What follows belongs to an exercise in optimizing a design on an open flow for small area, a short achievable clock period and few clock cycles per item; a production flow would make more cautious choices.
Only simulation tests tie the RTL to the original design; equivalence was not proved.
Power and IR drop assume default switching activity.

File: flow/design.v
package lsp_pkg;
	typedef logic [16-1:0] lsp_t;
	typedef logic [$clog2(16)-1:0] lsp_index_t;
	function automatic lsp_t lsp_codebook(input int row, input int entry);
		lsp_codebook = 16'hffff;
		case (row)
			0:
				case (entry)
					0: lsp_codebook = 800;
					1: lsp_codebook = 1000;
					2: lsp_codebook = 1200;
					3: lsp_codebook = 1400;
					4: lsp_codebook = 1600;
					5: lsp_codebook = 1800;
					6: lsp_codebook = 2000;
					7: lsp_codebook = 2200;
					8: lsp_codebook = 2400;
					9: lsp_codebook = 2600;
					10: lsp_codebook = 2800;
					11: lsp_codebook = 3000;
					12: lsp_codebook = 3200;
					13: lsp_codebook = 3400;
					14: lsp_codebook = 3600;
					15: lsp_codebook = 3800;
					default: lsp_codebook = 16'hffff;
				endcase
			1:
				case (entry)
					0: lsp_codebook = 1600;
					1: lsp_codebook = 1900;
					2: lsp_codebook = 2200;
					3: lsp_codebook = 2500;
					4: lsp_codebook = 2800;
					5: lsp_codebook = 3100;
					6: lsp_codebook = 3400;
					7: lsp_codebook = 3700;
					8: lsp_codebook = 4000;
					9: lsp_codebook = 4300;
					10: lsp_codebook = 4600;
					11: lsp_codebook = 4900;
					12: lsp_codebook = 5200;
					13: lsp_codebook = 5500;
					14: lsp_codebook = 5800;
					15: lsp_codebook = 6100;
					default: lsp_codebook = 16'hffff;
				endcase
			2:
				case (entry)
					0: lsp_codebook = 3000;
					1: lsp_codebook = 3400;
					2: lsp_codebook = 3800;
					3: lsp_codebook = 4200;
					4: lsp_codebook = 4600;
					5: lsp_codebook = 5000;
					6: lsp_codebook = 5400;
					7: lsp_codebook = 5800;
					8: lsp_codebook = 6200;
					9: lsp_codebook = 6600;
					10: lsp_codebook = 7000;
					11: lsp_codebook = 7400;
					12: lsp_codebook = 7800;
					13: lsp_codebook = 8200;
					14: lsp_codebook = 8600;
					15: lsp_codebook = 9000;
					default: lsp_codebook = 16'hffff;
				endcase
			3:
				case (entry)
					0: lsp_codebook = 4000;
					1: lsp_codebook = 4500;
					2: lsp_codebook = 5000;
					3: lsp_codebook = 5500;
					4: lsp_codebook = 6000;
					5: lsp_codebook = 6500;
					6: lsp_codebook = 7000;
					7: lsp_codebook = 7500;
					8: lsp_codebook = 8000;
					9: lsp_codebook = 8500;
					10: lsp_codebook = 9000;
					11: lsp_codebook = 9500;
					12: lsp_codebook = 10000;
					13: lsp_codebook = 10500;
					14: lsp_codebook = 11000;
					15: lsp_codebook = 11500;
					default: lsp_codebook = 16'hffff;
				endcase
			4:
				case (entry)
					0: lsp_codebook = 6000;
					1: lsp_codebook = 6600;
					2: lsp_codebook = 7200;
					3: lsp_codebook = 7800;
					4: lsp_codebook = 8400;
					5: lsp_codebook = 9000;
					6: lsp_codebook = 9600;
					7: lsp_codebook = 10200;
					8: lsp_codebook = 10800;
					9: lsp_codebook = 11400;
					10: lsp_codebook = 12000;
					11: lsp_codebook = 12600;
					12: lsp_codebook = 13200;
					13: lsp_codebook = 13800;
					14: lsp_codebook = 14400;
					15: lsp_codebook = 15000;
					default: lsp_codebook = 16'hffff;
				endcase
			5:
				case (entry)
					0: lsp_codebook = 8000;
					1: lsp_codebook = 8700;
					2: lsp_codebook = 9400;
					3: lsp_codebook = 10100;
					4: lsp_codebook = 10800;
					5: lsp_codebook = 11500;
					6: lsp_codebook = 12200;
					7: lsp_codebook = 12900;
					8: lsp_codebook = 13600;
					9: lsp_codebook = 14300;
					10: lsp_codebook = 15000;
					11: lsp_codebook = 15700;
					12: lsp_codebook = 16400;
					13: lsp_codebook = 17100;
					14: lsp_codebook = 17800;
					15: lsp_codebook = 18500;
					default: lsp_codebook = 16'hffff;
				endcase
			6:
				case (entry)
					0: lsp_codebook = 10000;
					1: lsp_codebook = 10800;
					2: lsp_codebook = 11600;
					3: lsp_codebook = 12400;
					4: lsp_codebook = 13200;
					5: lsp_codebook = 14000;
					6: lsp_codebook = 14800;
					7: lsp_codebook = 15600;
					8: lsp_codebook = 16400;
					9: lsp_codebook = 17200;
					10: lsp_codebook = 18000;
					11: lsp_codebook = 18800;
					12: lsp_codebook = 19600;
					13: lsp_codebook = 20400;
					14: lsp_codebook = 21200;
					15: lsp_codebook = 22000;
					default: lsp_codebook = 16'hffff;
				endcase
			7:
				case (entry)
					0: lsp_codebook = 14000;
					1: lsp_codebook = 15200;
					2: lsp_codebook = 16400;
					3: lsp_codebook = 17600;
					4: lsp_codebook = 18800;
					5: lsp_codebook = 20000;
					6: lsp_codebook = 21200;
					7: lsp_codebook = 22400;
					default: lsp_codebook = 16'hffff;
				endcase
			8:
				case (entry)
					0: lsp_codebook = 18000;
					1: lsp_codebook = 19500;
					2: lsp_codebook = 21000;
					3: lsp_codebook = 22500;
					4: lsp_codebook = 24000;
					5: lsp_codebook = 25500;
					6: lsp_codebook = 27000;
					7: lsp_codebook = 28500;
					default: lsp_codebook = 16'hffff;
				endcase
			9:
				case (entry)
					0: lsp_codebook = 24000;
					1: lsp_codebook = 28000;
					2: lsp_codebook = 32000;
					3: lsp_codebook = 36000;
					default: lsp_codebook = 16'hffff;
				endcase
			default: lsp_codebook = 16'hffff;
		endcase
	endfunction
	function automatic int lsp_cb_size(input int row);
		if (row < 7)
			lsp_cb_size = 16;
		else if (row < 9)
			lsp_cb_size = 8;
		else
			lsp_cb_size = 4;
	endfunction
	function automatic int lsp_index_bits(input int row);
		if (row < 7)
			lsp_index_bits = 4;
		else if (row < 9)
			lsp_index_bits = 3;
		else
			lsp_index_bits = 2;
	endfunction
endpackage
package frame_pkg;
	typedef enum logic [1:0]
	{
		IDLE,
		QUANT,
		DONE
	} enc_state_t;
	typedef logic [48-1:0] frame_bits_t;
	typedef logic [8-1:0] woe_index_t;
endpackage
module lsp_lane0
(
	input  logic [15:0] value,
	output logic [3:0] gray
);
	logic n21, n22, n23, n24, n25, n26, n27,
		n28, n29, n30, n31, n32, n33, n34, n35,
		n36, n37, n38, n39, n40, n41, n42, n43,
		n44, n45, n46, n47, n48, n49, n50, n51,
		n52, n53, n54, n55, n56, n57, n58, n59,
		n60, n61, n62, n63, n65, n66, n67, n68,
		n69, n70, n71, n72, n73, n74, n75, n76,
		n77, n78, n79, n80, n81, n82, n83, n84,
		n85, n86, n87, n89, n90, n91, n92, n93,
		n94, n95, n96, n97, n98, n99, n100,
		n102, n103, n104, n105;
	assign n21 = value[8] & value[10];
	assign n22 = ~value[5] & ~value[8];
	assign n23 = ~value[0] & ~value[1];
	assign n24 = value[2] & ~n23;
	assign n25 = value[5] & value[8];
	assign n26 = ~value[3] & ~value[4];
	assign n27 = ~n25 & n26;
	assign n28 = ~n24 & n27;
	assign n29 = ~n22 & ~n28;
	assign n30 = value[6] & value[7];
	assign n31 = n29 & n30;
	assign n32 = ~n21 & ~n31;
	assign n33 = ~value[9] & ~n32;
	assign n34 = ~value[3] & ~n24;
	assign n35 = value[4] & ~n22;
	assign n36 = ~n34 & n35;
	assign n37 = ~n25 & ~n36;
	assign n38 = value[6] & ~n37;
	assign n39 = ~value[7] & value[9];
	assign n40 = ~n21 & n39;
	assign n41 = ~n38 & n40;
	assign n42 = ~value[8] & ~value[10];
	assign n43 = value[11] & ~n42;
	assign n44 = ~n41 & n43;
	assign n45 = ~n33 & n44;
	assign n46 = ~value[6] & ~n29;
	assign n47 = value[7] & ~n42;
	assign n48 = ~n46 & n47;
	assign n49 = ~value[9] & value[10];
	assign n50 = ~value[11] & ~n49;
	assign n51 = ~n21 & n50;
	assign n52 = ~n48 & n51;
	assign n53 = ~value[14] & ~value[15];
	assign n54 = ~value[12] & ~value[13];
	assign n55 = n53 & n54;
	assign n56 = ~value[6] & ~value[7];
	assign n57 = n37 & n56;
	assign n58 = ~value[8] & value[10];
	assign n59 = ~value[9] & ~n58;
	assign n60 = ~n43 & n59;
	assign n61 = ~n57 & n60;
	assign n62 = n55 & ~n61;
	assign n63 = ~n52 & n62;
	assign gray[0] = ~n45 & n63;
	assign n65 = value[3] & n24;
	assign n66 = ~value[4] & ~n65;
	assign n67 = value[6] & ~value[11];
	assign n68 = ~value[7] & ~n67;
	assign n69 = value[5] & ~n68;
	assign n70 = ~n66 & n69;
	assign n71 = value[7] & ~value[11];
	assign n72 = ~n30 & ~n71;
	assign n73 = value[8] & n72;
	assign n74 = ~n70 & n73;
	assign n75 = ~value[4] & ~value[5];
	assign n76 = n72 & n75;
	assign n77 = ~n65 & n76;
	assign n78 = ~value[8] & ~n68;
	assign n79 = ~n77 & n78;
	assign n80 = ~n74 & ~n79;
	assign n81 = gray[0] & n80;
	assign n82 = ~value[10] & value[11];
	assign n83 = value[10] & ~value[11];
	assign n84 = ~n82 & ~n83;
	assign n85 = value[9] & ~n84;
	assign n86 = ~n49 & ~n85;
	assign n87 = n55 & ~n86;
	assign gray[1] = ~n81 & n87;
	assign n89 = value[3] & value[4];
	assign n90 = n24 & n89;
	assign n91 = ~value[5] & ~n90;
	assign n92 = value[8] & n30;
	assign n93 = ~n91 & n92;
	assign n94 = ~value[9] & ~value[11];
	assign n95 = ~n93 & n94;
	assign n96 = ~value[9] & n56;
	assign n97 = n22 & n96;
	assign n98 = ~n90 & n97;
	assign n99 = n84 & ~n98;
	assign n100 = n55 & ~n99;
	assign gray[2] = ~n95 & n100;
	assign n102 = n30 & n90;
	assign n103 = n29 & n102;
	assign n104 = n60 & ~n103;
	assign n105 = value[11] & ~n104;
	assign gray[3] = ~n55 | n105;
endmodule
module lsp_lane1
(
	input  logic [15:0] value,
	output logic [3:0] gray
);
	logic n21, n22, n23, n24, n25, n26, n27,
		n28, n29, n30, n31, n32, n33, n34, n35,
		n36, n37, n38, n39, n40, n41, n42, n43,
		n44, n45, n46, n47, n48, n49, n50, n51,
		n52, n53, n54, n55, n56, n57, n58, n59,
		n60, n61, n62, n63, n64, n65, n66, n67,
		n68, n69, n70, n71, n72, n73, n74, n75,
		n76, n77, n78, n80, n81, n82, n83, n84,
		n85, n86, n87, n88, n89, n90, n91, n92,
		n93, n94, n95, n96, n97, n98, n99,
		n100, n101, n102, n103, n105, n106, n107,
		n108, n109, n110, n111, n112, n113, n114,
		n115, n116, n117, n119, n120, n121, n122,
		n123;
	assign n21 = value[0] & value[1];
	assign n22 = value[2] & n21;
	assign n23 = value[3] & n22;
	assign n24 = value[4] & value[6];
	assign n25 = value[7] & n24;
	assign n26 = value[5] & ~value[10];
	assign n27 = ~n25 & ~n26;
	assign n28 = n23 & ~n27;
	assign n29 = value[5] & value[6];
	assign n30 = value[7] & n29;
	assign n31 = value[4] & value[5];
	assign n32 = ~value[10] & n31;
	assign n33 = ~n30 & ~n32;
	assign n34 = ~value[6] & ~value[7];
	assign n35 = ~value[10] & ~n34;
	assign n36 = n33 & ~n35;
	assign n37 = ~n28 & n36;
	assign n38 = value[8] & ~n37;
	assign n39 = value[9] & ~n38;
	assign n40 = value[7] & value[9];
	assign n41 = ~value[10] & n40;
	assign n42 = ~value[3] & ~n22;
	assign n43 = ~value[5] & ~value[6];
	assign n44 = ~value[4] & n43;
	assign n45 = n42 & n44;
	assign n46 = n41 & ~n45;
	assign n47 = n38 & ~n46;
	assign n48 = ~value[13] & ~value[14];
	assign n49 = ~value[15] & n48;
	assign n50 = ~value[12] & n49;
	assign n51 = value[11] & n50;
	assign n52 = ~n47 & n51;
	assign n53 = ~n39 & n52;
	assign n54 = value[8] & value[9];
	assign n55 = n23 & n31;
	assign n56 = value[10] & n34;
	assign n57 = ~n55 & n56;
	assign n58 = n54 & ~n57;
	assign n59 = ~value[11] & n49;
	assign n60 = value[12] & n59;
	assign n61 = ~n23 & n44;
	assign n62 = n41 & ~n61;
	assign n63 = n60 & ~n62;
	assign n64 = ~n58 & n63;
	assign n65 = n25 & ~n42;
	assign n66 = ~value[8] & ~n30;
	assign n67 = ~n65 & n66;
	assign n68 = value[9] & value[10];
	assign n69 = ~value[12] & n68;
	assign n70 = n59 & n69;
	assign n71 = ~n67 & n70;
	assign n72 = ~n64 & ~n71;
	assign n73 = ~n25 & n42;
	assign n74 = ~n33 & ~n73;
	assign n75 = ~value[8] & ~value[9];
	assign n76 = ~n35 & n75;
	assign n77 = ~n74 & n76;
	assign n78 = ~n72 & ~n77;
	assign gray[0] = n53 | n78;
	assign n80 = ~value[2] & ~n21;
	assign n81 = ~value[3] & n80;
	assign n82 = n31 & ~n81;
	assign n83 = ~value[6] & ~n82;
	assign n84 = value[7] & ~n83;
	assign n85 = n75 & ~n84;
	assign n86 = value[10] & ~n85;
	assign n87 = ~value[4] & n81;
	assign n88 = ~value[7] & ~value[8];
	assign n89 = n43 & n88;
	assign n90 = ~value[9] & ~value[10];
	assign n91 = n89 & n90;
	assign n92 = n87 & n91;
	assign n93 = n51 & ~n92;
	assign n94 = ~n86 & n93;
	assign n95 = n29 & ~n87;
	assign n96 = ~value[7] & ~n95;
	assign n97 = value[8] & ~n96;
	assign n98 = n90 & ~n97;
	assign n99 = value[4] & ~n81;
	assign n100 = n89 & ~n99;
	assign n101 = n68 & ~n100;
	assign n102 = n60 & ~n101;
	assign n103 = ~n98 & n102;
	assign gray[1] = n94 | n103;
	assign n105 = ~value[10] & n60;
	assign n106 = value[3] & ~n80;
	assign n107 = n24 & n106;
	assign n108 = ~value[10] & ~n29;
	assign n109 = n88 & n108;
	assign n110 = ~n107 & n109;
	assign n111 = n51 & ~n90;
	assign n112 = ~n110 & n111;
	assign n113 = ~n105 & ~n112;
	assign n114 = ~value[6] & ~n106;
	assign n115 = ~value[11] & n54;
	assign n116 = ~n114 & n115;
	assign n117 = n84 & n116;
	assign gray[2] = ~n113 & ~n117;
	assign n119 = ~value[7] & n44;
	assign n120 = ~n106 & n119;
	assign n121 = value[10] & value[11];
	assign n122 = n54 & n121;
	assign n123 = ~n120 & n122;
	assign gray[3] = ~n50 | n123;
endmodule
module lsp_lane2
(
	input  logic [15:0] value,
	output logic [3:0] gray
);
	logic n21, n22, n23, n24, n25, n26, n27,
		n28, n29, n30, n31, n32, n33, n34, n35,
		n36, n37, n38, n39, n40, n41, n42, n43,
		n44, n45, n46, n47, n48, n49, n50, n51,
		n52, n53, n54, n55, n56, n57, n58, n59,
		n60, n61, n62, n63, n64, n65, n66, n67,
		n68, n69, n70, n71, n72, n73, n74, n75,
		n76, n77, n78, n79, n80, n82, n83, n84,
		n85, n86, n87, n88, n89, n90, n91, n92,
		n93, n94, n95, n96, n97, n98, n99,
		n101, n102, n103, n104, n106, n107, n108,
		n109, n110;
	assign n21 = ~value[14] & ~value[15];
	assign n22 = ~value[13] & n21;
	assign n23 = value[12] & n22;
	assign n24 = value[10] & value[11];
	assign n25 = ~value[0] & ~value[1];
	assign n26 = ~value[2] & ~value[3];
	assign n27 = n25 & n26;
	assign n28 = ~value[4] & n27;
	assign n29 = value[5] & ~n28;
	assign n30 = ~value[6] & ~n29;
	assign n31 = ~value[7] & ~value[8];
	assign n32 = ~value[9] & n31;
	assign n33 = n30 & n32;
	assign n34 = value[7] & value[8];
	assign n35 = value[9] & n34;
	assign n36 = value[6] & value[9];
	assign n37 = ~value[5] & n28;
	assign n38 = value[8] & ~n37;
	assign n39 = n36 & n38;
	assign n40 = ~n35 & ~n39;
	assign n41 = ~n33 & n40;
	assign n42 = n24 & n41;
	assign n43 = n23 & ~n42;
	assign n44 = ~value[8] & n37;
	assign n45 = value[4] & ~n27;
	assign n46 = value[5] & n45;
	assign n47 = ~value[6] & ~n46;
	assign n48 = ~value[9] & n47;
	assign n49 = n44 & n48;
	assign n50 = ~n30 & n35;
	assign n51 = n22 & n24;
	assign n52 = ~value[12] & ~n32;
	assign n53 = n51 & n52;
	assign n54 = ~n50 & n53;
	assign n55 = ~n49 & n54;
	assign n56 = ~n43 & ~n55;
	assign n57 = ~value[9] & ~n34;
	assign n58 = value[8] & ~n47;
	assign n59 = n57 & ~n58;
	assign n60 = ~n38 & n59;
	assign n61 = value[9] & ~n31;
	assign n62 = ~value[6] & ~value[8];
	assign n63 = ~value[10] & ~n62;
	assign n64 = n61 & n63;
	assign n65 = ~n44 & n64;
	assign n66 = ~value[11] & ~n65;
	assign n67 = ~n60 & ~n66;
	assign n68 = value[6] & n34;
	assign n69 = n29 & n68;
	assign n70 = ~value[9] & value[10];
	assign n71 = ~n69 & n70;
	assign n72 = ~n67 & ~n71;
	assign n73 = ~n56 & ~n72;
	assign n74 = n29 & n36;
	assign n75 = ~value[10] & ~value[11];
	assign n76 = ~value[12] & value[13];
	assign n77 = n21 & n76;
	assign n78 = n75 & n77;
	assign n79 = ~n61 & n78;
	assign n80 = ~n74 & n79;
	assign gray[0] = n73 | n80;
	assign n82 = ~value[5] & ~n45;
	assign n83 = n62 & n82;
	assign n84 = n61 & ~n83;
	assign n85 = value[11] & ~n84;
	assign n86 = value[6] & ~n82;
	assign n87 = n32 & ~n86;
	assign n88 = value[10] & ~n87;
	assign n89 = ~n85 & ~n88;
	assign n90 = ~n24 & ~n89;
	assign n91 = n23 & ~n90;
	assign n92 = value[7] & n86;
	assign n93 = ~value[8] & ~value[9];
	assign n94 = n78 & n93;
	assign n95 = ~n92 & n94;
	assign n96 = ~value[7] & n83;
	assign n97 = value[9] & n51;
	assign n98 = ~n96 & n97;
	assign n99 = ~n95 & ~n98;
	assign gray[1] = n91 | ~n99;
	assign n101 = n59 & n75;
	assign n102 = n24 & ~n57;
	assign n103 = ~n48 & n102;
	assign n104 = n23 & ~n103;
	assign gray[2] = ~n101 & n104;
	assign n106 = ~value[7] & ~n46;
	assign n107 = ~n41 & ~n106;
	assign n108 = ~value[11] & ~n107;
	assign n109 = value[12] & ~n75;
	assign n110 = ~n108 & n109;
	assign gray[3] = ~n22 | n110;
endmodule
module lsp_lane3
(
	input  logic [15:0] value,
	output logic [3:0] gray
);
	logic n21, n22, n23, n24, n25, n26, n27,
		n28, n29, n30, n31, n32, n33, n34, n35,
		n36, n37, n38, n39, n40, n41, n42, n43,
		n44, n45, n46, n47, n48, n49, n50, n51,
		n52, n53, n54, n55, n56, n57, n58, n59,
		n60, n61, n62, n63, n64, n65, n66, n67,
		n68, n69, n70, n71, n72, n73, n74, n76,
		n77, n78, n79, n80, n81, n82, n83, n84,
		n85, n86, n87, n88, n89, n90, n91, n92,
		n93, n94, n95, n96, n97, n99, n100,
		n101, n102, n103, n104, n105, n106, n107,
		n108, n109, n110, n111, n112, n114, n115,
		n116, n117, n118, n119, n120;
	assign n21 = ~value[14] & ~value[15];
	assign n22 = value[12] & ~value[13];
	assign n23 = n21 & n22;
	assign n24 = value[5] & value[6];
	assign n25 = n23 & ~n24;
	assign n26 = value[11] & ~n25;
	assign n27 = value[0] & value[1];
	assign n28 = ~value[2] & ~n27;
	assign n29 = value[3] & ~n28;
	assign n30 = ~value[4] & ~n29;
	assign n31 = n26 & ~n30;
	assign n32 = ~value[9] & ~n31;
	assign n33 = ~value[7] & ~value[8];
	assign n34 = ~value[5] & ~value[6];
	assign n35 = ~value[12] & value[13];
	assign n36 = n21 & n35;
	assign n37 = ~n34 & n36;
	assign n38 = n33 & ~n37;
	assign n39 = ~value[6] & ~value[8];
	assign n40 = ~value[5] & n39;
	assign n41 = ~n36 & n40;
	assign n42 = ~value[7] & n39;
	assign n43 = ~n41 & ~n42;
	assign n44 = value[3] & value[4];
	assign n45 = ~n28 & n44;
	assign n46 = ~value[11] & ~n45;
	assign n47 = ~n43 & n46;
	assign n48 = ~n38 & ~n47;
	assign n49 = n32 & ~n48;
	assign n50 = value[5] & ~n23;
	assign n51 = value[7] & n23;
	assign n52 = ~n50 & ~n51;
	assign n53 = ~value[2] & ~value[3];
	assign n54 = ~n27 & n53;
	assign n55 = ~value[4] & n54;
	assign n56 = ~n52 & ~n55;
	assign n57 = value[4] & value[6];
	assign n58 = value[11] & n57;
	assign n59 = ~n54 & n58;
	assign n60 = value[10] & ~n59;
	assign n61 = ~n26 & n60;
	assign n62 = ~n56 & n61;
	assign n63 = n49 & ~n62;
	assign n64 = value[10] & ~n32;
	assign n65 = value[7] & value[8];
	assign n66 = n50 & n65;
	assign n67 = value[9] & n59;
	assign n68 = n66 & n67;
	assign n69 = ~n23 & ~n36;
	assign n70 = ~n68 & ~n69;
	assign n71 = value[10] & ~n38;
	assign n72 = ~n47 & n71;
	assign n73 = n70 & ~n72;
	assign n74 = ~n64 & n73;
	assign gray[0] = ~n63 & n74;
	assign n76 = value[2] & value[3];
	assign n77 = n27 & n76;
	assign n78 = ~value[4] & ~n77;
	assign n79 = ~value[10] & n78;
	assign n80 = ~n43 & n79;
	assign n81 = ~value[10] & n33;
	assign n82 = ~n37 & n81;
	assign n83 = ~value[9] & ~value[10];
	assign n84 = ~n82 & ~n83;
	assign n85 = ~n80 & n84;
	assign n86 = ~value[7] & ~n24;
	assign n87 = n23 & ~n86;
	assign n88 = ~n23 & n86;
	assign n89 = ~n87 & ~n88;
	assign n90 = n57 & n77;
	assign n91 = n89 & ~n90;
	assign n92 = ~value[9] & ~n66;
	assign n93 = ~n91 & ~n92;
	assign n94 = value[11] & ~n93;
	assign n95 = ~n85 & ~n94;
	assign n96 = value[11] & n85;
	assign n97 = ~n69 & ~n96;
	assign gray[1] = ~n95 & n97;
	assign n99 = value[2] & n27;
	assign n100 = ~value[3] & ~n99;
	assign n101 = value[4] & ~n100;
	assign n102 = n33 & ~n101;
	assign n103 = value[9] & value[10];
	assign n104 = ~n102 & n103;
	assign n105 = ~value[11] & ~n104;
	assign n106 = ~n24 & n33;
	assign n107 = ~value[11] & n106;
	assign n108 = n23 & ~n107;
	assign n109 = ~n105 & n108;
	assign n110 = ~n34 & n103;
	assign n111 = n36 & ~n110;
	assign n112 = n105 & n111;
	assign gray[2] = n109 | n112;
	assign n114 = ~n57 & n106;
	assign n115 = value[6] & ~n100;
	assign n116 = n114 & ~n115;
	assign n117 = value[11] & value[12];
	assign n118 = n103 & n117;
	assign n119 = ~n116 & n118;
	assign n120 = ~value[13] & n21;
	assign gray[3] = n119 | ~n120;
endmodule
module lsp_lane4
(
	input  logic [15:0] value,
	output logic [3:0] gray
);
	logic n21, n22, n23, n24, n25, n26, n27,
		n28, n29, n30, n31, n32, n33, n34, n35,
		n36, n37, n38, n39, n40, n41, n42, n43,
		n44, n45, n46, n47, n48, n49, n50, n51,
		n52, n53, n54, n55, n56, n57, n58, n59,
		n60, n61, n62, n63, n64, n65, n66, n67,
		n68, n69, n70, n71, n72, n73, n74, n75,
		n76, n77, n78, n80, n81, n82, n83, n84,
		n85, n86, n87, n88, n89, n90, n91, n92,
		n93, n94, n95, n96, n97, n98, n99,
		n100, n101, n102, n103, n104, n105, n106,
		n107, n108, n109, n110, n112, n113, n114,
		n115, n116, n117, n119, n120, n121, n122,
		n123;
	assign n21 = ~value[14] & ~value[15];
	assign n22 = ~value[13] & n21;
	assign n23 = value[11] & n22;
	assign n24 = value[10] & ~n23;
	assign n25 = value[13] & n21;
	assign n26 = ~value[10] & ~n25;
	assign n27 = ~n24 & ~n26;
	assign n28 = value[6] & value[8];
	assign n29 = ~value[0] & ~value[1];
	assign n30 = value[2] & ~n29;
	assign n31 = value[3] & n30;
	assign n32 = ~value[4] & ~n31;
	assign n33 = value[5] & ~n32;
	assign n34 = value[13] & ~n33;
	assign n35 = n28 & ~n34;
	assign n36 = value[11] & ~n35;
	assign n37 = ~value[5] & ~value[7];
	assign n38 = n32 & n37;
	assign n39 = ~n36 & ~n38;
	assign n40 = ~value[6] & ~value[8];
	assign n41 = value[7] & value[8];
	assign n42 = value[11] & ~n41;
	assign n43 = ~n40 & ~n42;
	assign n44 = ~value[9] & ~n43;
	assign n45 = ~n39 & n44;
	assign n46 = n27 & ~n45;
	assign n47 = value[5] & value[11];
	assign n48 = ~value[5] & ~value[11];
	assign n49 = value[4] & ~n48;
	assign n50 = n31 & n49;
	assign n51 = ~n47 & ~n50;
	assign n52 = ~value[9] & n40;
	assign n53 = n51 & n52;
	assign n54 = ~value[11] & n25;
	assign n55 = ~n23 & ~n54;
	assign n56 = ~value[7] & ~value[8];
	assign n57 = ~value[9] & n56;
	assign n58 = ~n55 & ~n57;
	assign n59 = ~n53 & n58;
	assign n60 = ~n27 & ~n59;
	assign n61 = value[12] & ~n60;
	assign n62 = ~n46 & n61;
	assign n63 = value[7] & ~value[11];
	assign n64 = ~value[9] & ~n63;
	assign n65 = n28 & ~n64;
	assign n66 = ~n51 & n65;
	assign n67 = ~value[9] & ~value[10];
	assign n68 = ~value[10] & n42;
	assign n69 = ~n67 & ~n68;
	assign n70 = ~n66 & ~n69;
	assign n71 = ~n33 & n40;
	assign n72 = value[9] & value[10];
	assign n73 = ~value[11] & ~n56;
	assign n74 = n72 & n73;
	assign n75 = ~n71 & n74;
	assign n76 = ~value[12] & n25;
	assign n77 = ~n75 & n76;
	assign n78 = ~n70 & n77;
	assign gray[0] = n62 | n78;
	assign n80 = ~value[3] & ~n30;
	assign n81 = value[4] & ~n80;
	assign n82 = ~value[6] & ~n81;
	assign n83 = n37 & n82;
	assign n84 = value[8] & ~n83;
	assign n85 = value[9] & n84;
	assign n86 = value[12] & ~n85;
	assign n87 = ~value[5] & ~n81;
	assign n88 = value[6] & ~n87;
	assign n89 = n57 & ~n88;
	assign n90 = value[10] & ~n89;
	assign n91 = ~n86 & n90;
	assign n92 = n54 & ~n91;
	assign n93 = ~value[4] & n80;
	assign n94 = value[5] & ~n93;
	assign n95 = value[6] & n94;
	assign n96 = value[7] & n81;
	assign n97 = n95 & n96;
	assign n98 = ~value[8] & ~value[10];
	assign n99 = ~n97 & n98;
	assign n100 = value[12] & ~n67;
	assign n101 = n23 & n100;
	assign n102 = ~n99 & n101;
	assign n103 = ~n92 & ~n102;
	assign n104 = ~value[6] & ~n94;
	assign n105 = n41 & ~n104;
	assign n106 = ~n82 & n105;
	assign n107 = ~value[9] & ~n106;
	assign n108 = value[11] & n76;
	assign n109 = ~n107 & n108;
	assign n110 = n91 & n109;
	assign gray[1] = ~n103 | n110;
	assign n112 = n72 & n105;
	assign n113 = ~value[10] & n56;
	assign n114 = ~n95 & n113;
	assign n115 = ~n67 & ~n114;
	assign n116 = ~n112 & n115;
	assign n117 = ~n103 & ~n116;
	assign gray[2] = n76 | n117;
	assign n119 = value[8] & ~n93;
	assign n120 = n67 & ~n119;
	assign n121 = ~n84 & n120;
	assign n122 = value[11] & ~n121;
	assign n123 = n76 & ~n122;
	assign gray[3] = ~n22 & ~n123;
endmodule
module lsp_lane5
(
	input  logic [15:0] value,
	output logic [3:0] gray
);
	logic n21, n22, n23, n24, n25, n26, n27,
		n28, n29, n30, n31, n32, n33, n34, n35,
		n36, n37, n38, n39, n40, n41, n42, n43,
		n44, n45, n46, n47, n48, n49, n50, n51,
		n52, n53, n54, n55, n56, n57, n58, n59,
		n60, n61, n62, n63, n64, n65, n66, n67,
		n68, n69, n70, n71, n72, n73, n74, n75,
		n76, n77, n78, n79, n80, n81, n82, n83,
		n84, n86, n87, n88, n89, n90, n91, n92,
		n93, n94, n95, n96, n97, n98, n99,
		n100, n101, n102, n103, n104, n105, n106,
		n107, n108, n109, n110, n111, n112, n113,
		n114, n115, n116, n117, n118, n119, n121,
		n122, n123, n124, n125, n126, n127, n128,
		n129, n131, n132, n133, n134;
	assign n21 = value[0] & value[1];
	assign n22 = value[2] & n21;
	assign n23 = ~value[3] & ~n22;
	assign n24 = value[4] & ~n23;
	assign n25 = value[5] & value[6];
	assign n26 = value[8] & value[9];
	assign n27 = value[7] & n26;
	assign n28 = n25 & n27;
	assign n29 = n24 & n28;
	assign n30 = ~value[4] & n23;
	assign n31 = ~value[9] & ~value[10];
	assign n32 = ~value[7] & n31;
	assign n33 = ~value[6] & n32;
	assign n34 = ~value[5] & n33;
	assign n35 = n30 & n34;
	assign n36 = ~value[8] & n31;
	assign n37 = ~value[10] & value[11];
	assign n38 = ~n36 & ~n37;
	assign n39 = ~n35 & n38;
	assign n40 = ~n29 & ~n39;
	assign n41 = ~value[7] & ~value[8];
	assign n42 = value[3] & n22;
	assign n43 = value[4] & n42;
	assign n44 = n25 & n43;
	assign n45 = n41 & ~n44;
	assign n46 = value[11] & ~n40;
	assign n47 = ~value[5] & ~value[6];
	assign n48 = ~value[4] & ~n42;
	assign n49 = n47 & n48;
	assign n50 = n27 & ~n49;
	assign n51 = ~n43 & n47;
	assign n52 = value[7] & ~n51;
	assign n53 = n36 & ~n52;
	assign n54 = ~value[11] & ~n53;
	assign n55 = ~n50 & ~n54;
	assign n56 = value[9] & value[10];
	assign n57 = n41 & n47;
	assign n58 = ~n24 & n57;
	assign n59 = n56 & ~n58;
	assign n60 = ~n55 & ~n59;
	assign n61 = ~n46 & ~n60;
	assign n62 = ~n45 & n61;
	assign n63 = ~n40 & ~n62;
	assign n64 = value[7] & n25;
	assign n65 = ~n30 & n64;
	assign n66 = ~value[8] & ~n65;
	assign n67 = ~n63 & ~n66;
	assign n68 = n25 & ~n48;
	assign n69 = n32 & ~n68;
	assign n70 = ~value[11] & ~value[12];
	assign n71 = ~value[13] & value[14];
	assign n72 = ~value[15] & n71;
	assign n73 = n70 & n72;
	assign n74 = ~n36 & n73;
	assign n75 = ~n69 & n74;
	assign n76 = ~n67 & n75;
	assign n77 = ~value[14] & ~value[15];
	assign n78 = value[12] & value[13];
	assign n79 = n77 & n78;
	assign n80 = ~n63 & n79;
	assign n81 = ~value[12] & value[13];
	assign n82 = n77 & n81;
	assign n83 = ~n61 & n82;
	assign n84 = ~n80 & ~n83;
	assign gray[0] = n76 | ~n84;
	assign n86 = ~value[2] & ~n21;
	assign n87 = value[3] & ~n86;
	assign n88 = ~value[4] & ~n87;
	assign n89 = value[5] & ~n88;
	assign n90 = ~value[6] & ~value[8];
	assign n91 = ~value[7] & ~value[9];
	assign n92 = n90 & n91;
	assign n93 = ~n89 & n92;
	assign n94 = value[10] & ~n93;
	assign n95 = n73 & ~n94;
	assign n96 = ~value[10] & ~value[11];
	assign n97 = ~n27 & n96;
	assign n98 = ~value[3] & n86;
	assign n99 = value[6] & ~n98;
	assign n100 = value[4] & n99;
	assign n101 = ~n25 & ~n100;
	assign n102 = ~value[5] & ~n87;
	assign n103 = n26 & ~n102;
	assign n104 = ~n101 & n103;
	assign n105 = n97 & ~n104;
	assign n106 = value[11] & n56;
	assign n107 = ~value[5] & n88;
	assign n108 = value[6] & ~n107;
	assign n109 = n41 & ~n108;
	assign n110 = n106 & ~n109;
	assign n111 = n82 & ~n110;
	assign n112 = value[4] & value[5];
	assign n113 = n87 & n112;
	assign n114 = n33 & ~n113;
	assign n115 = value[11] & ~n36;
	assign n116 = n79 & n115;
	assign n117 = ~n114 & n116;
	assign n118 = ~n111 & ~n117;
	assign n119 = ~n105 & ~n118;
	assign gray[1] = n95 | n119;
	assign n121 = ~n98 & n112;
	assign n122 = n90 & ~n121;
	assign n123 = ~n41 & n106;
	assign n124 = ~n122 & n123;
	assign n125 = n79 & ~n124;
	assign n126 = value[7] & ~n101;
	assign n127 = n36 & ~n126;
	assign n128 = value[11] & n82;
	assign n129 = ~n127 & n128;
	assign gray[2] = n125 | n129;
	assign n131 = n96 & ~n99;
	assign n132 = ~n108 & n131;
	assign n133 = n78 & ~n97;
	assign n134 = ~n132 & n133;
	assign gray[3] = ~n77 | n134;
endmodule
module lsp_lane6
(
	input  logic [15:0] value,
	output logic [3:0] gray
);
	logic n21, n22, n23, n24, n25, n26, n27,
		n28, n29, n30, n31, n32, n33, n34, n35,
		n36, n37, n38, n39, n40, n41, n42, n43,
		n44, n45, n46, n47, n48, n49, n50, n51,
		n52, n53, n54, n55, n56, n57, n58, n59,
		n60, n61, n62, n63, n64, n65, n66, n67,
		n68, n69, n70, n71, n72, n73, n74, n75,
		n76, n77, n78, n79, n80, n81, n82, n84,
		n85, n86, n87, n88, n89, n90, n91, n92,
		n93, n94, n95, n96, n97, n98, n99,
		n100, n101, n102, n103, n104, n105, n106,
		n107, n108, n109, n110, n111, n112, n113,
		n114, n115, n116, n118, n119, n120, n121,
		n122, n124, n125, n126, n127, n128, n129;
	assign n21 = ~value[2] & ~value[3];
	assign n22 = ~value[4] & n21;
	assign n23 = ~value[0] & ~value[1];
	assign n24 = n22 & n23;
	assign n25 = value[5] & value[6];
	assign n26 = ~n24 & n25;
	assign n27 = ~value[7] & ~value[10];
	assign n28 = ~n26 & n27;
	assign n29 = value[8] & value[9];
	assign n30 = ~value[10] & ~value[12];
	assign n31 = n29 & ~n30;
	assign n32 = ~n28 & n31;
	assign n33 = ~value[6] & n23;
	assign n34 = n22 & n33;
	assign n35 = ~value[5] & ~value[6];
	assign n36 = value[7] & ~n35;
	assign n37 = ~n34 & n36;
	assign n38 = ~value[8] & ~value[9];
	assign n39 = n30 & n38;
	assign n40 = ~n37 & n39;
	assign n41 = value[9] & value[10];
	assign n42 = n25 & n41;
	assign n43 = value[7] & n42;
	assign n44 = ~n24 & n43;
	assign n45 = ~value[14] & ~value[15];
	assign n46 = value[13] & n45;
	assign n47 = value[10] & value[12];
	assign n48 = value[11] & n47;
	assign n49 = n46 & ~n48;
	assign n50 = value[11] & n49;
	assign n51 = ~n44 & n50;
	assign n52 = ~n40 & n51;
	assign n53 = ~n32 & n52;
	assign n54 = value[5] & ~n24;
	assign n55 = ~value[6] & ~value[7];
	assign n56 = ~value[9] & n55;
	assign n57 = ~n54 & n56;
	assign n58 = ~n38 & n47;
	assign n59 = ~n57 & n58;
	assign n60 = n49 & n59;
	assign n61 = ~n53 & ~n60;
	assign n62 = ~value[13] & value[14];
	assign n63 = ~value[15] & n62;
	assign n64 = ~n39 & n63;
	assign n65 = ~value[9] & n30;
	assign n66 = ~n37 & n65;
	assign n67 = n64 & ~n66;
	assign n68 = value[11] & ~n41;
	assign n69 = ~value[8] & value[11];
	assign n70 = n55 & n69;
	assign n71 = ~n54 & n70;
	assign n72 = ~n68 & ~n71;
	assign n73 = value[8] & ~value[11];
	assign n74 = value[7] & n73;
	assign n75 = n42 & n74;
	assign n76 = ~n24 & n75;
	assign n77 = ~n47 & ~n76;
	assign n78 = ~value[7] & n38;
	assign n79 = ~n26 & n78;
	assign n80 = ~n77 & ~n79;
	assign n81 = n72 & ~n80;
	assign n82 = n67 & n81;
	assign gray[0] = ~n61 | n82;
	assign n84 = ~value[5] & n24;
	assign n85 = value[6] & value[7];
	assign n86 = ~n84 & n85;
	assign n87 = n38 & ~n86;
	assign n88 = ~value[10] & ~value[11];
	assign n89 = ~value[9] & n88;
	assign n90 = value[12] & ~n89;
	assign n91 = n63 & ~n90;
	assign n92 = value[10] & n91;
	assign n93 = ~n87 & n92;
	assign n94 = value[6] & n73;
	assign n95 = ~n84 & n94;
	assign n96 = ~value[11] & ~value[12];
	assign n97 = ~n74 & ~n96;
	assign n98 = ~n95 & n97;
	assign n99 = n91 & n98;
	assign n100 = ~n93 & ~n99;
	assign n101 = value[6] & ~n84;
	assign n102 = n78 & ~n101;
	assign n103 = value[11] & value[12];
	assign n104 = n85 & ~n103;
	assign n105 = ~n84 & n104;
	assign n106 = ~n30 & ~n103;
	assign n107 = ~n105 & ~n106;
	assign n108 = ~n102 & n107;
	assign n109 = ~value[7] & n35;
	assign n110 = n24 & n109;
	assign n111 = n29 & ~n96;
	assign n112 = ~n110 & n111;
	assign n113 = ~n30 & ~n96;
	assign n114 = ~n112 & ~n113;
	assign n115 = n49 & ~n114;
	assign n116 = ~n108 & n115;
	assign gray[1] = ~n100 | n116;
	assign n118 = ~value[8] & n88;
	assign n119 = n110 & n118;
	assign n120 = n46 & n90;
	assign n121 = ~n119 & n120;
	assign n122 = n63 & n114;
	assign gray[2] = n121 | n122;
	assign n124 = ~value[6] & n84;
	assign n125 = value[7] & ~n124;
	assign n126 = ~value[8] & ~n125;
	assign n127 = n41 & n103;
	assign n128 = value[13] & n127;
	assign n129 = ~n126 & n128;
	assign gray[3] = ~n45 | n129;
endmodule
module lsp_lane7
(
	input  logic [15:0] value,
	output logic [3:0] gray
);
	logic n22, n23, n24, n25, n26, n27, n28,
		n29, n30, n31, n32, n33, n34, n35, n36,
		n37, n38, n39, n40, n41, n42, n43, n44,
		n45, n46, n47, n48, n49, n50, n51, n52,
		n53, n54, n55, n56, n57, n58, n59, n60,
		n61, n62, n63, n64, n65, n66, n67, n68,
		n69, n70, n71, n72, n73, n75, n76, n77,
		n78, n79, n80, n81, n82, n83, n84, n85,
		n86, n87, n88, n89, n90, n91, n92, n94,
		n95, n96, n97, n98, n99, n100, n101;
	assign n22 = ~value[0] & ~value[1];
	assign n23 = ~value[2] & ~value[4];
	assign n24 = n22 & n23;
	assign n25 = ~value[3] & ~value[4];
	assign n26 = value[5] & ~n25;
	assign n27 = ~n24 & n26;
	assign n28 = value[6] & value[9];
	assign n29 = ~value[12] & n28;
	assign n30 = n27 & n29;
	assign n31 = ~value[7] & ~value[8];
	assign n32 = value[9] & ~value[12];
	assign n33 = ~n31 & n32;
	assign n34 = value[9] & value[10];
	assign n35 = ~n33 & ~n34;
	assign n36 = ~n30 & n35;
	assign n37 = ~value[6] & ~value[7];
	assign n38 = value[12] & value[14];
	assign n39 = n37 & n38;
	assign n40 = ~n27 & n39;
	assign n41 = ~value[8] & value[12];
	assign n42 = value[14] & n41;
	assign n43 = ~value[10] & value[14];
	assign n44 = ~n42 & ~n43;
	assign n45 = ~n40 & n44;
	assign n46 = n36 & ~n45;
	assign n47 = ~n24 & ~n25;
	assign n48 = ~value[9] & ~value[10];
	assign n49 = n37 & n48;
	assign n50 = ~value[5] & n49;
	assign n51 = ~n47 & n50;
	assign n52 = value[11] & value[12];
	assign n53 = value[13] & n52;
	assign n54 = ~value[8] & n48;
	assign n55 = n53 & ~n54;
	assign n56 = ~n51 & n55;
	assign n57 = ~n46 & ~n56;
	assign n58 = ~value[13] & ~value[15];
	assign n59 = ~value[11] & n58;
	assign n60 = ~value[14] & ~value[15];
	assign n61 = ~n59 & ~n60;
	assign n62 = ~n57 & ~n61;
	assign n63 = ~value[12] & value[14];
	assign n64 = n58 & n63;
	assign n65 = value[11] & ~n48;
	assign n66 = n64 & n65;
	assign n67 = value[7] & value[8];
	assign n68 = value[6] & n67;
	assign n69 = ~value[10] & ~n68;
	assign n70 = n66 & ~n69;
	assign n71 = ~value[5] & ~value[10];
	assign n72 = ~n47 & n71;
	assign n73 = n70 & ~n72;
	assign gray[0] = n62 | n73;
	assign n75 = ~n56 & ~n73;
	assign n76 = ~n46 & n75;
	assign n77 = n31 & n48;
	assign n78 = ~value[2] & n22;
	assign n79 = value[3] & value[4];
	assign n80 = value[5] & n79;
	assign n81 = ~n78 & n80;
	assign n82 = value[6] & n81;
	assign n83 = n77 & ~n82;
	assign n84 = value[10] & n67;
	assign n85 = n81 & n84;
	assign n86 = value[6] & n84;
	assign n87 = ~n34 & ~n86;
	assign n88 = ~n85 & n87;
	assign n89 = ~n83 & n88;
	assign n90 = n61 & ~n73;
	assign n91 = ~n89 & ~n90;
	assign n92 = ~n76 & n91;
	assign gray[1] = n64 | n92;
	assign n94 = ~n78 & n79;
	assign n95 = ~value[5] & n37;
	assign n96 = ~n94 & n95;
	assign n97 = value[8] & value[9];
	assign n98 = value[10] & n97;
	assign n99 = ~n96 & n98;
	assign n100 = ~value[12] & n59;
	assign n101 = ~n99 & n100;
	assign gray[2] = ~n60 & ~n101;
	assign gray[3] = 1'b0;
endmodule
module lsp_lane8
(
	input  logic [15:0] value,
	output logic [3:0] gray
);
	logic n22, n23, n24, n25, n26, n27, n28,
		n29, n30, n31, n32, n33, n34, n35, n36,
		n37, n38, n39, n40, n41, n42, n43, n44,
		n45, n46, n47, n48, n49, n50, n51, n52,
		n53, n54, n55, n56, n57, n58, n60, n61,
		n62, n63, n64, n65, n66, n67, n68, n69,
		n70, n71, n72, n73, n74, n75, n76, n77,
		n78, n79, n81, n82, n83, n84, n85, n86,
		n87, n88, n89, n90;
	assign n22 = value[7] & value[13];
	assign n23 = ~value[8] & ~n22;
	assign n24 = value[4] & value[13];
	assign n25 = value[0] & value[1];
	assign n26 = value[2] & n25;
	assign n27 = ~value[4] & ~value[13];
	assign n28 = value[3] & ~n27;
	assign n29 = n26 & n28;
	assign n30 = ~n24 & ~n29;
	assign n31 = value[5] & ~n30;
	assign n32 = ~value[7] & ~value[13];
	assign n33 = value[8] & ~n32;
	assign n34 = ~value[6] & ~n33;
	assign n35 = ~n31 & n34;
	assign n36 = ~n23 & ~n35;
	assign n37 = ~value[11] & ~value[13];
	assign n38 = value[11] & value[13];
	assign n39 = ~n37 & ~n38;
	assign n40 = ~value[9] & ~value[10];
	assign n41 = n39 & n40;
	assign n42 = ~n36 & n41;
	assign n43 = ~value[3] & ~n24;
	assign n44 = ~n26 & n43;
	assign n45 = value[5] & value[6];
	assign n46 = ~n32 & n45;
	assign n47 = ~n27 & n46;
	assign n48 = ~n44 & n47;
	assign n49 = ~value[9] & n23;
	assign n50 = ~n48 & n49;
	assign n51 = value[10] & ~n39;
	assign n52 = ~n50 & n51;
	assign n53 = value[12] & ~n37;
	assign n54 = ~value[12] & n37;
	assign n55 = value[14] & ~value[15];
	assign n56 = ~n54 & n55;
	assign n57 = ~n53 & n56;
	assign n58 = ~n52 & n57;
	assign gray[0] = ~n42 & n58;
	assign n60 = ~value[2] & ~n25;
	assign n61 = value[3] & ~n60;
	assign n62 = value[4] & n61;
	assign n63 = ~value[5] & ~value[6];
	assign n64 = ~value[7] & n63;
	assign n65 = ~n62 & n64;
	assign n66 = value[8] & value[9];
	assign n67 = value[10] & n66;
	assign n68 = ~n65 & n67;
	assign n69 = ~value[12] & ~n68;
	assign n70 = ~value[13] & ~n69;
	assign n71 = value[7] & value[9];
	assign n72 = ~value[4] & n63;
	assign n73 = ~n61 & n72;
	assign n74 = n71 & ~n73;
	assign n75 = ~n66 & ~n74;
	assign n76 = value[10] & ~n75;
	assign n77 = ~value[11] & ~value[12];
	assign n78 = ~n76 & n77;
	assign n79 = ~n70 & ~n78;
	assign gray[1] = n56 & ~n79;
	assign n81 = ~value[3] & n60;
	assign n82 = value[4] & ~n81;
	assign n83 = ~value[5] & ~n82;
	assign n84 = value[6] & n71;
	assign n85 = ~n83 & n84;
	assign n86 = ~value[10] & ~n66;
	assign n87 = ~n85 & n86;
	assign n88 = n53 & ~n87;
	assign n89 = ~value[13] & ~n88;
	assign n90 = value[14] & ~n89;
	assign gray[2] = value[15] | n90;
	assign gray[3] = 1'b0;
endmodule
module lsp_lane9
(
	input  logic [15:0] value,
	output logic [3:0] gray
);
	logic n22, n23, n24, n25, n26, n27, n28,
		n29, n30, n31, n32, n33, n34, n35, n36,
		n37, n38, n39, n40, n41, n42, n43, n44,
		n45, n47, n48, n49, n50, n51, n52, n53;
	assign n22 = value[9] & value[10];
	assign n23 = ~value[11] & ~n22;
	assign n24 = ~value[12] & n23;
	assign n25 = ~value[0] & ~value[1];
	assign n26 = ~value[2] & ~value[3];
	assign n27 = n25 & n26;
	assign n28 = value[4] & ~n27;
	assign n29 = ~value[5] & ~n28;
	assign n30 = ~value[6] & n29;
	assign n31 = value[8] & value[10];
	assign n32 = value[7] & n31;
	assign n33 = ~n30 & n32;
	assign n34 = n24 & ~n33;
	assign n35 = value[13] & value[14];
	assign n36 = ~value[15] & n35;
	assign n37 = ~n34 & n36;
	assign n38 = value[6] & value[7];
	assign n39 = value[10] & n38;
	assign n40 = ~n29 & n39;
	assign n41 = ~value[13] & ~value[14];
	assign n42 = value[15] & n41;
	assign n43 = ~n31 & n42;
	assign n44 = n24 & n43;
	assign n45 = ~n40 & n44;
	assign gray[0] = n37 | n45;
	assign n47 = value[5] & n28;
	assign n48 = ~value[6] & ~value[7];
	assign n49 = ~n47 & n48;
	assign n50 = n31 & ~n49;
	assign n51 = n23 & ~n50;
	assign n52 = value[12] & n35;
	assign n53 = ~n51 & n52;
	assign gray[1] = value[15] | n53;
	assign gray[2] = 1'b0;
	assign gray[3] = 1'b0;
endmodule
module lsp_scalar_quantizer
#(
	parameter int unsigned lane_num = 0
)
(
	input  lsp_pkg::lsp_t value,
	output lsp_pkg::lsp_index_t gray
);
	case (lane_num)
		0: begin : g_l0 lsp_lane0 u_lane (.value(value), .gray(gray)); end
		1: begin : g_l1 lsp_lane1 u_lane (.value(value), .gray(gray)); end
		2: begin : g_l2 lsp_lane2 u_lane (.value(value), .gray(gray)); end
		3: begin : g_l3 lsp_lane3 u_lane (.value(value), .gray(gray)); end
		4: begin : g_l4 lsp_lane4 u_lane (.value(value), .gray(gray)); end
		5: begin : g_l5 lsp_lane5 u_lane (.value(value), .gray(gray)); end
		6: begin : g_l6 lsp_lane6 u_lane (.value(value), .gray(gray)); end
		7: begin : g_l7 lsp_lane7 u_lane (.value(value), .gray(gray)); end
		8: begin : g_l8 lsp_lane8 u_lane (.value(value), .gray(gray)); end
		9: begin : g_l9 lsp_lane9 u_lane (.value(value), .gray(gray)); end
		default: begin : g_none assign gray = '0; end
	endcase
endmodule
module frame_packer
(
	input  logic [10*16-1:0] lsp_in,
	input  logic voiced_first,
	input  logic voiced_second,
	input  frame_pkg::woe_index_t woe_index,
	output frame_pkg::frame_bits_t frame_word
);
	localparam int iw = $clog2(16);
	logic [10*iw-1:0] lane_gray;
	for (genvar g = 0; g < 10; g++)
	begin : g_lane
		lsp_scalar_quantizer #(.lane_num(g)) u_quant
		(
			.value (lsp_in[g*16 +: 16]),
			.gray (lane_gray[g*iw +: iw])
		);
	end
	always_comb
	begin
		int pos;
		frame_word = '0;
		frame_word[48-1] = voiced_first;
		frame_word[48-2] = voiced_second;
		frame_word[48-3 -: 8] = woe_index ^ (woe_index >> 1);
		pos = 48 - 2 - 8;
		for (int l = 0; l < 10; l++)
		begin
			pos = pos - lsp_pkg::lsp_index_bits(l);
			for (int b = 0; b < lsp_pkg::lsp_index_bits(l); b++)
				frame_word[pos + b] = lane_gray[l*iw + b];
		end
	end
endmodule
module codec2_frame_encoder
(
	input  logic clk,
	input  logic rst,
	input  logic start,
	input  logic [10*16-1:0] lsp_in,
	input  logic voiced_first,
	input  logic voiced_second,
	input  frame_pkg::woe_index_t woe_index,
	output frame_pkg::frame_bits_t encoded_bits,
	output logic done_frame
);
	logic busy;
	logic accept;
	frame_pkg::frame_bits_t frame_word;
	logic [48-1:2] word_q;
	logic have_word;
	logic hold;
	assign accept = start && !busy;
	frame_packer u_packer
	(
		.lsp_in (lsp_in),
		.voiced_first (voiced_first),
		.voiced_second (voiced_second),
		.woe_index (woe_index),
		.frame_word (frame_word)
	);
	always_ff @(posedge clk or negedge rst)
	begin
		if (!rst)
		begin
			busy <= 1'b0;
			done_frame <= 1'b0;
		end
		else
		begin
			busy <= accept;
			if (busy)
				done_frame <= 1'b1;
		end
	end
	assign have_word = done_frame || busy;
	assign hold = !accept && have_word;
	always_ff @(posedge clk)
		word_q <= ({(48-2){accept}} & frame_word[48-1:2]) |
			({(48-2){hold}} & word_q);
	assign encoded_bits = {word_q, 2'b00};
endmodule
File: flow/flow/run.sh
#!/bin/bash
# The standard layout, with the port buffers made from the smallest plain
# buffer instead of the delay buffer buffer_ports picks by default; the
# resizer upsizes them where timing or slew needs it.
set -euo pipefail
export BUFFER_PORTS_ARGS="-buffer_cell sky130_fd_sc_hd__buf_1"
bash standard.sh finish > standard.log 2>&1
File: flow/standard.sh
#!/bin/bash
# synth_recipe.tcl (not shown) runs the flow's synth.tcl, then flattens the netlist and writes it again
# the make line also repeats each setting of config.mk as NAME=value (left out here)
make -C /OpenROAD-flow-scripts/flow DESIGN_CONFIG=/design/flow/config.mk WORK_HOME=/design/flow/orfs CLKGATE_MAP_FILE= SYNTH_SCRIPT=/design/flow/synth_recipe.tcl "${@:-finish}"
File: flow/config.mk
export PLATFORM = sky130hd
export DESIGN_NAME = codec2_frame_encoder
export DESIGN_NICKNAME = codec2_frame_encoder
export VERILOG_FILES = /design/flow/design.v
export SDC_FILE = /design/flow/constraint.sdc
export NUM_CORES = 4
export LEC_CHECK = 0
export ABC_AREA = 1
export CAP_MARGIN = 20
export CORE_MARGIN = 2
export CORE_UTILIZATION = 40
export CTS_BUF_LIST = sky130_fd_sc_hd__clkbuf_8
export SETUP_SLACK_MARGIN = 5
export SLEW_MARGIN = 20
File: flow/constraint.sdc
create_clock -name core_clock -period 8.0 [get_ports {clk}]
set_input_delay 1.6000 -clock core_clock [delete_from_list [all_inputs] [get_ports {clk}]]
set_output_delay 1.6000 -clock core_clock [all_outputs]
set_load 0.01 [all_outputs]
==> impl_metrics.tcl <==
set metrics [dict create \
    status "timing/DRC/antenna clean" \
    crit_path_start_kind "primary input" \
    fin_util 0.502 \
    final_cells 1180 \
    cap_violations 0 \
    required_ns 8.24 \
    power_mw 0.720 \
    syn_inst 825 \
    cellPowerDensity_nw_per_um2 126 \
    drive_gt1_frac 0.0328 \
    dp_cells 1172 \
    track_usage 0.220 \
    finalHoldViolations 0 \
    clk_latency_ns 0.30 \
    met1_usage 0.306 \
    nets 1210 \
    synth_edf_count 0 \
    synth_flop_cell "dfxtp_1" \
    cts_max_level 2 \
    grt_max_degree 47 \
    clk_path_buf_depth 2 \
    min_period_ns 2.79 \
    place_congestion 0.895 \
    skew_ns 0.0118 \
    grt_antenna_before_repair 0 \
    tns_ns 0 \
    coreArea_um2 11400 \
    async_flop_share 0.0417 \
    use_met2 0.368 \
    crit_chain "buf_1, nand2_1, clkinv_4, nand2_1, a211oi_1, o2111ai_1, nand2_1" \
    firstDrtPassIters 5 \
    ys_types 55 \
    cts_root_buf "clkbuf_8" \
    clkSlewWorstSetupHoldPaths_ns 0.08 \
    syn-cell-area_um2 4670 \
    n_antenna_cell 0 \
    syn_avg_cell_area_um2 5.66 \
    start_util 0.409 \
    grt.met3_usage 0.0286 \
    area_delta_synth_final_pct 22.8 \
    crit_type "in2reg" \
    max-vdd-ir-drop_mv 0.0866 \
    cts_tree "built" \
    grt_pass1_vias 5327 \
    arrival_ns 3.04 \
    hold_path.class "reg2reg" \
    fillers 1271 \
    place_area_um2 5590 \
    yosys_register_bits 48 \
    fin_area_um2 5730 \
    port-buffer-count 219 \
    final-setup-viol-count 0 \
    grt.busiest_layer "met2" \
    tightestPinTransition_ns 0.653 \
    routed_wl_um 14500 \
    endpoint_kind "flop" \
    seq_area_frac_synth 0.208 \
    dpl.hpwl_um 11900 \
    grt_setup_unrepaired "false" \
    postRouteAntennaNets 0 \
    maxSlewHeadroom 0.561 \
    crit_top_cell "nand2_1" \
    fin_crit_sh 0.349 \
    viasPerCell 5.16 \
    num_io_pins 222 \
    num_vias 6091 \
    rows 39 \
    drc_errors 0 \
    drt_iter0_markers 504 \
    critPathMaxStageDelay_ns 0.36 \
    clock-sinks 48 \
    hold_buffers 0 \
    yosysWarnings 2 \
    p_leak_nw 2.53 \
    crit_slowest_cell "clkinv_4" \
    cts_buffers 5 \
    routedWlPerCell_um 12.3 \
    path_max_fanout 35 \
    maxSlewViolCount 0 \
    fmax_ghz 0.358 \
    die-height_um 112 \
    die-area_um2 12600 \
    grt-ovfl-total 0 \
    grt_first_pass_wirelength_um 23800 \
    die_w_um 112 \
]
logic make-up after synthesis:
family | after synthesis | share of synthesized area
fa+ha+maj | 1 | 0.00268
xor+xnor | 1 | 0.00188
simple gates | 453 | 0.424
buf+inv | 135 | 0.113
flops | 48 | 0.208
other cells | 1 | 0.000803
compound gates | 186 | 0.250
cell usage after synthesis, types with 7 or more instances:
| master | n | area, um2 |
|---|---|---|
| a32o_1 | 10 | 100 |
| o21ai_0 | 67 | 335 |
| nor2_1 | 77 | 289 |
| dfxtp_1 | 46 | 921 |
| o31ai_1 | 8 | 60.1 |
| o211ai_1 | 7 | 52.6 |
| nand4_1 | 21 | 131 |
| or2_2 | 12 | 75.1 |
| inv_1 | 113 | 424 |
| a21oi_1 | 42 | 210 |
| clkbuf_1 | 8 | 30.0 |
| nand2_1 | 233 | 875 |
| nor3_1 | 33 | 165 |
| nand3_1 | 57 | 285 |
where the power goes:
part / switching, mW / total [mW] / internal, mW
clock network: 0.0835 / 0.207 / 0.124
logic: 0.151 / 0.235 / 0.0840
registers: 0.0138 / 0.278 / 0.264
total: 0.248 / 0.720 / 0.472
final timing paths:
kind                            startpoint    endpoint  slack (ns)  depth (start not counted)
worst min-delay path            word_q[25]  word_q[25]        0.45                          2
worst max register to register        busy   word_q[4]        6.16                          7
worst min register to register  word_q[25]  word_q[25]        0.45                          2
worst max-delay path                 start   word_q[4]        5.21                          7
min in group asynchronous              rst        busy        1.06                          1
max in group asynchronous              rst  done_frame        6.80                          1
registers in the layout, indices dropped and copies added (netlist names):
register	cells
word_q	46
done_frame	1
busy	1
repair_timing:
action / 4_1_cts / 5_1_grt
gates cloned: 0 / 0
setup buffers: 0 / 0
pin swaps: 0 / 0
resized for setup: 2 / 2
endpoints found under the setup margin: 36 / 33
cell usage in the layout (no fill, tap or decap), drive strengths merged, types with 2 or more instances in the layout:
cell and instances:
a31oi 4, nor4 5, a21oi 43, bufinv 2, o2111ai 2, nor3 36
a21o 3, buf 219, nand2 235, dfrtp 2, nand4 21, a32o 10
nand3 60, conb 2, clkinv 3, o21ai 73, o31ai 8, o21bai 2
o22ai 3, a2bb2oi 2, inv 117, o221ai 3, nor2 77, a211oi 5
or2 14, clkbuf 5, a21boi 2, o311ai 7, nand3b 3, a22o 6
dfxtp 46, o211ai 7
worst max-delay path: cells and delay by family:
kind	cells	cell delay, ns
AOI/OAI and AO/OA	2	0.43
buffers and inverters	2	0.43
and+or+nand+nor	3	0.55
metal layers:
metal / part of all wire / routed length [um]
met1: 0.46 / 6600
met2: 0.45 / 6570
met3: 0.075 / 1080
met4: 0.016 / 235
met5: 0 / 0
per-stage QoR:
| stage | worst slack [ns] | hold WS, ns |
|---|---|---|
| after floorplan | 5.33 | 0.450 |
| after global placement | 4.17 | 0.440 |
| after CTS | 5.04 | 0.457 |
| after global routing | 5.05 | 0.479 |
| final | 5.21 | 0.452 |
| after detailed placement | 4.09 | 0.439 |
area by class of cell:
cell class | count | area [um2] | area share
multi-input combinational | 643 | 3180 | 0.554
sequential | 48 | 971 | 0.169
timing repair buffer | 219 | 822 | 0.143
inverter | 119 | 454 | 0.0792
tap | 143 | 179 | 0.0312
clock buffer | 5 | 68.8 | 0.0120
clock inverter | 3 | 63.8 | 0.0111
Testbench counts, summed over its fixed seeds: cycles 776, frames 384.

[static timing again, ports no longer ideal]
Ports are ideal in the flow. The routed layout listed here was re-timed in OpenROAD.
Step 1: set_driving_cell puts a clkbuf_16 on clk and a buf_2 on each other input, an assumption about the parent block.
Step 2 times the ports against the registers' clock, not the clock port: input delays grow and output delays shrink by t, the midpoint of the rising clock arrivals with the driver on.
a / b / c = no drivers / after step 1 / after step 2; a / b = the first two.
t, ns: 0.329
setup slack, ns: 5.209 / 5.215 / 4.886
worst hold slack (ns): 0.452 / 0.452 / 0.452
slew at the worst register clock pin (ns): 0.10 / 0.10
After both steps setup and hold are still met in this run. For this run, drivers alone change the setup slack by +0.006 ns; drivers and shift together by -0.323 ns.
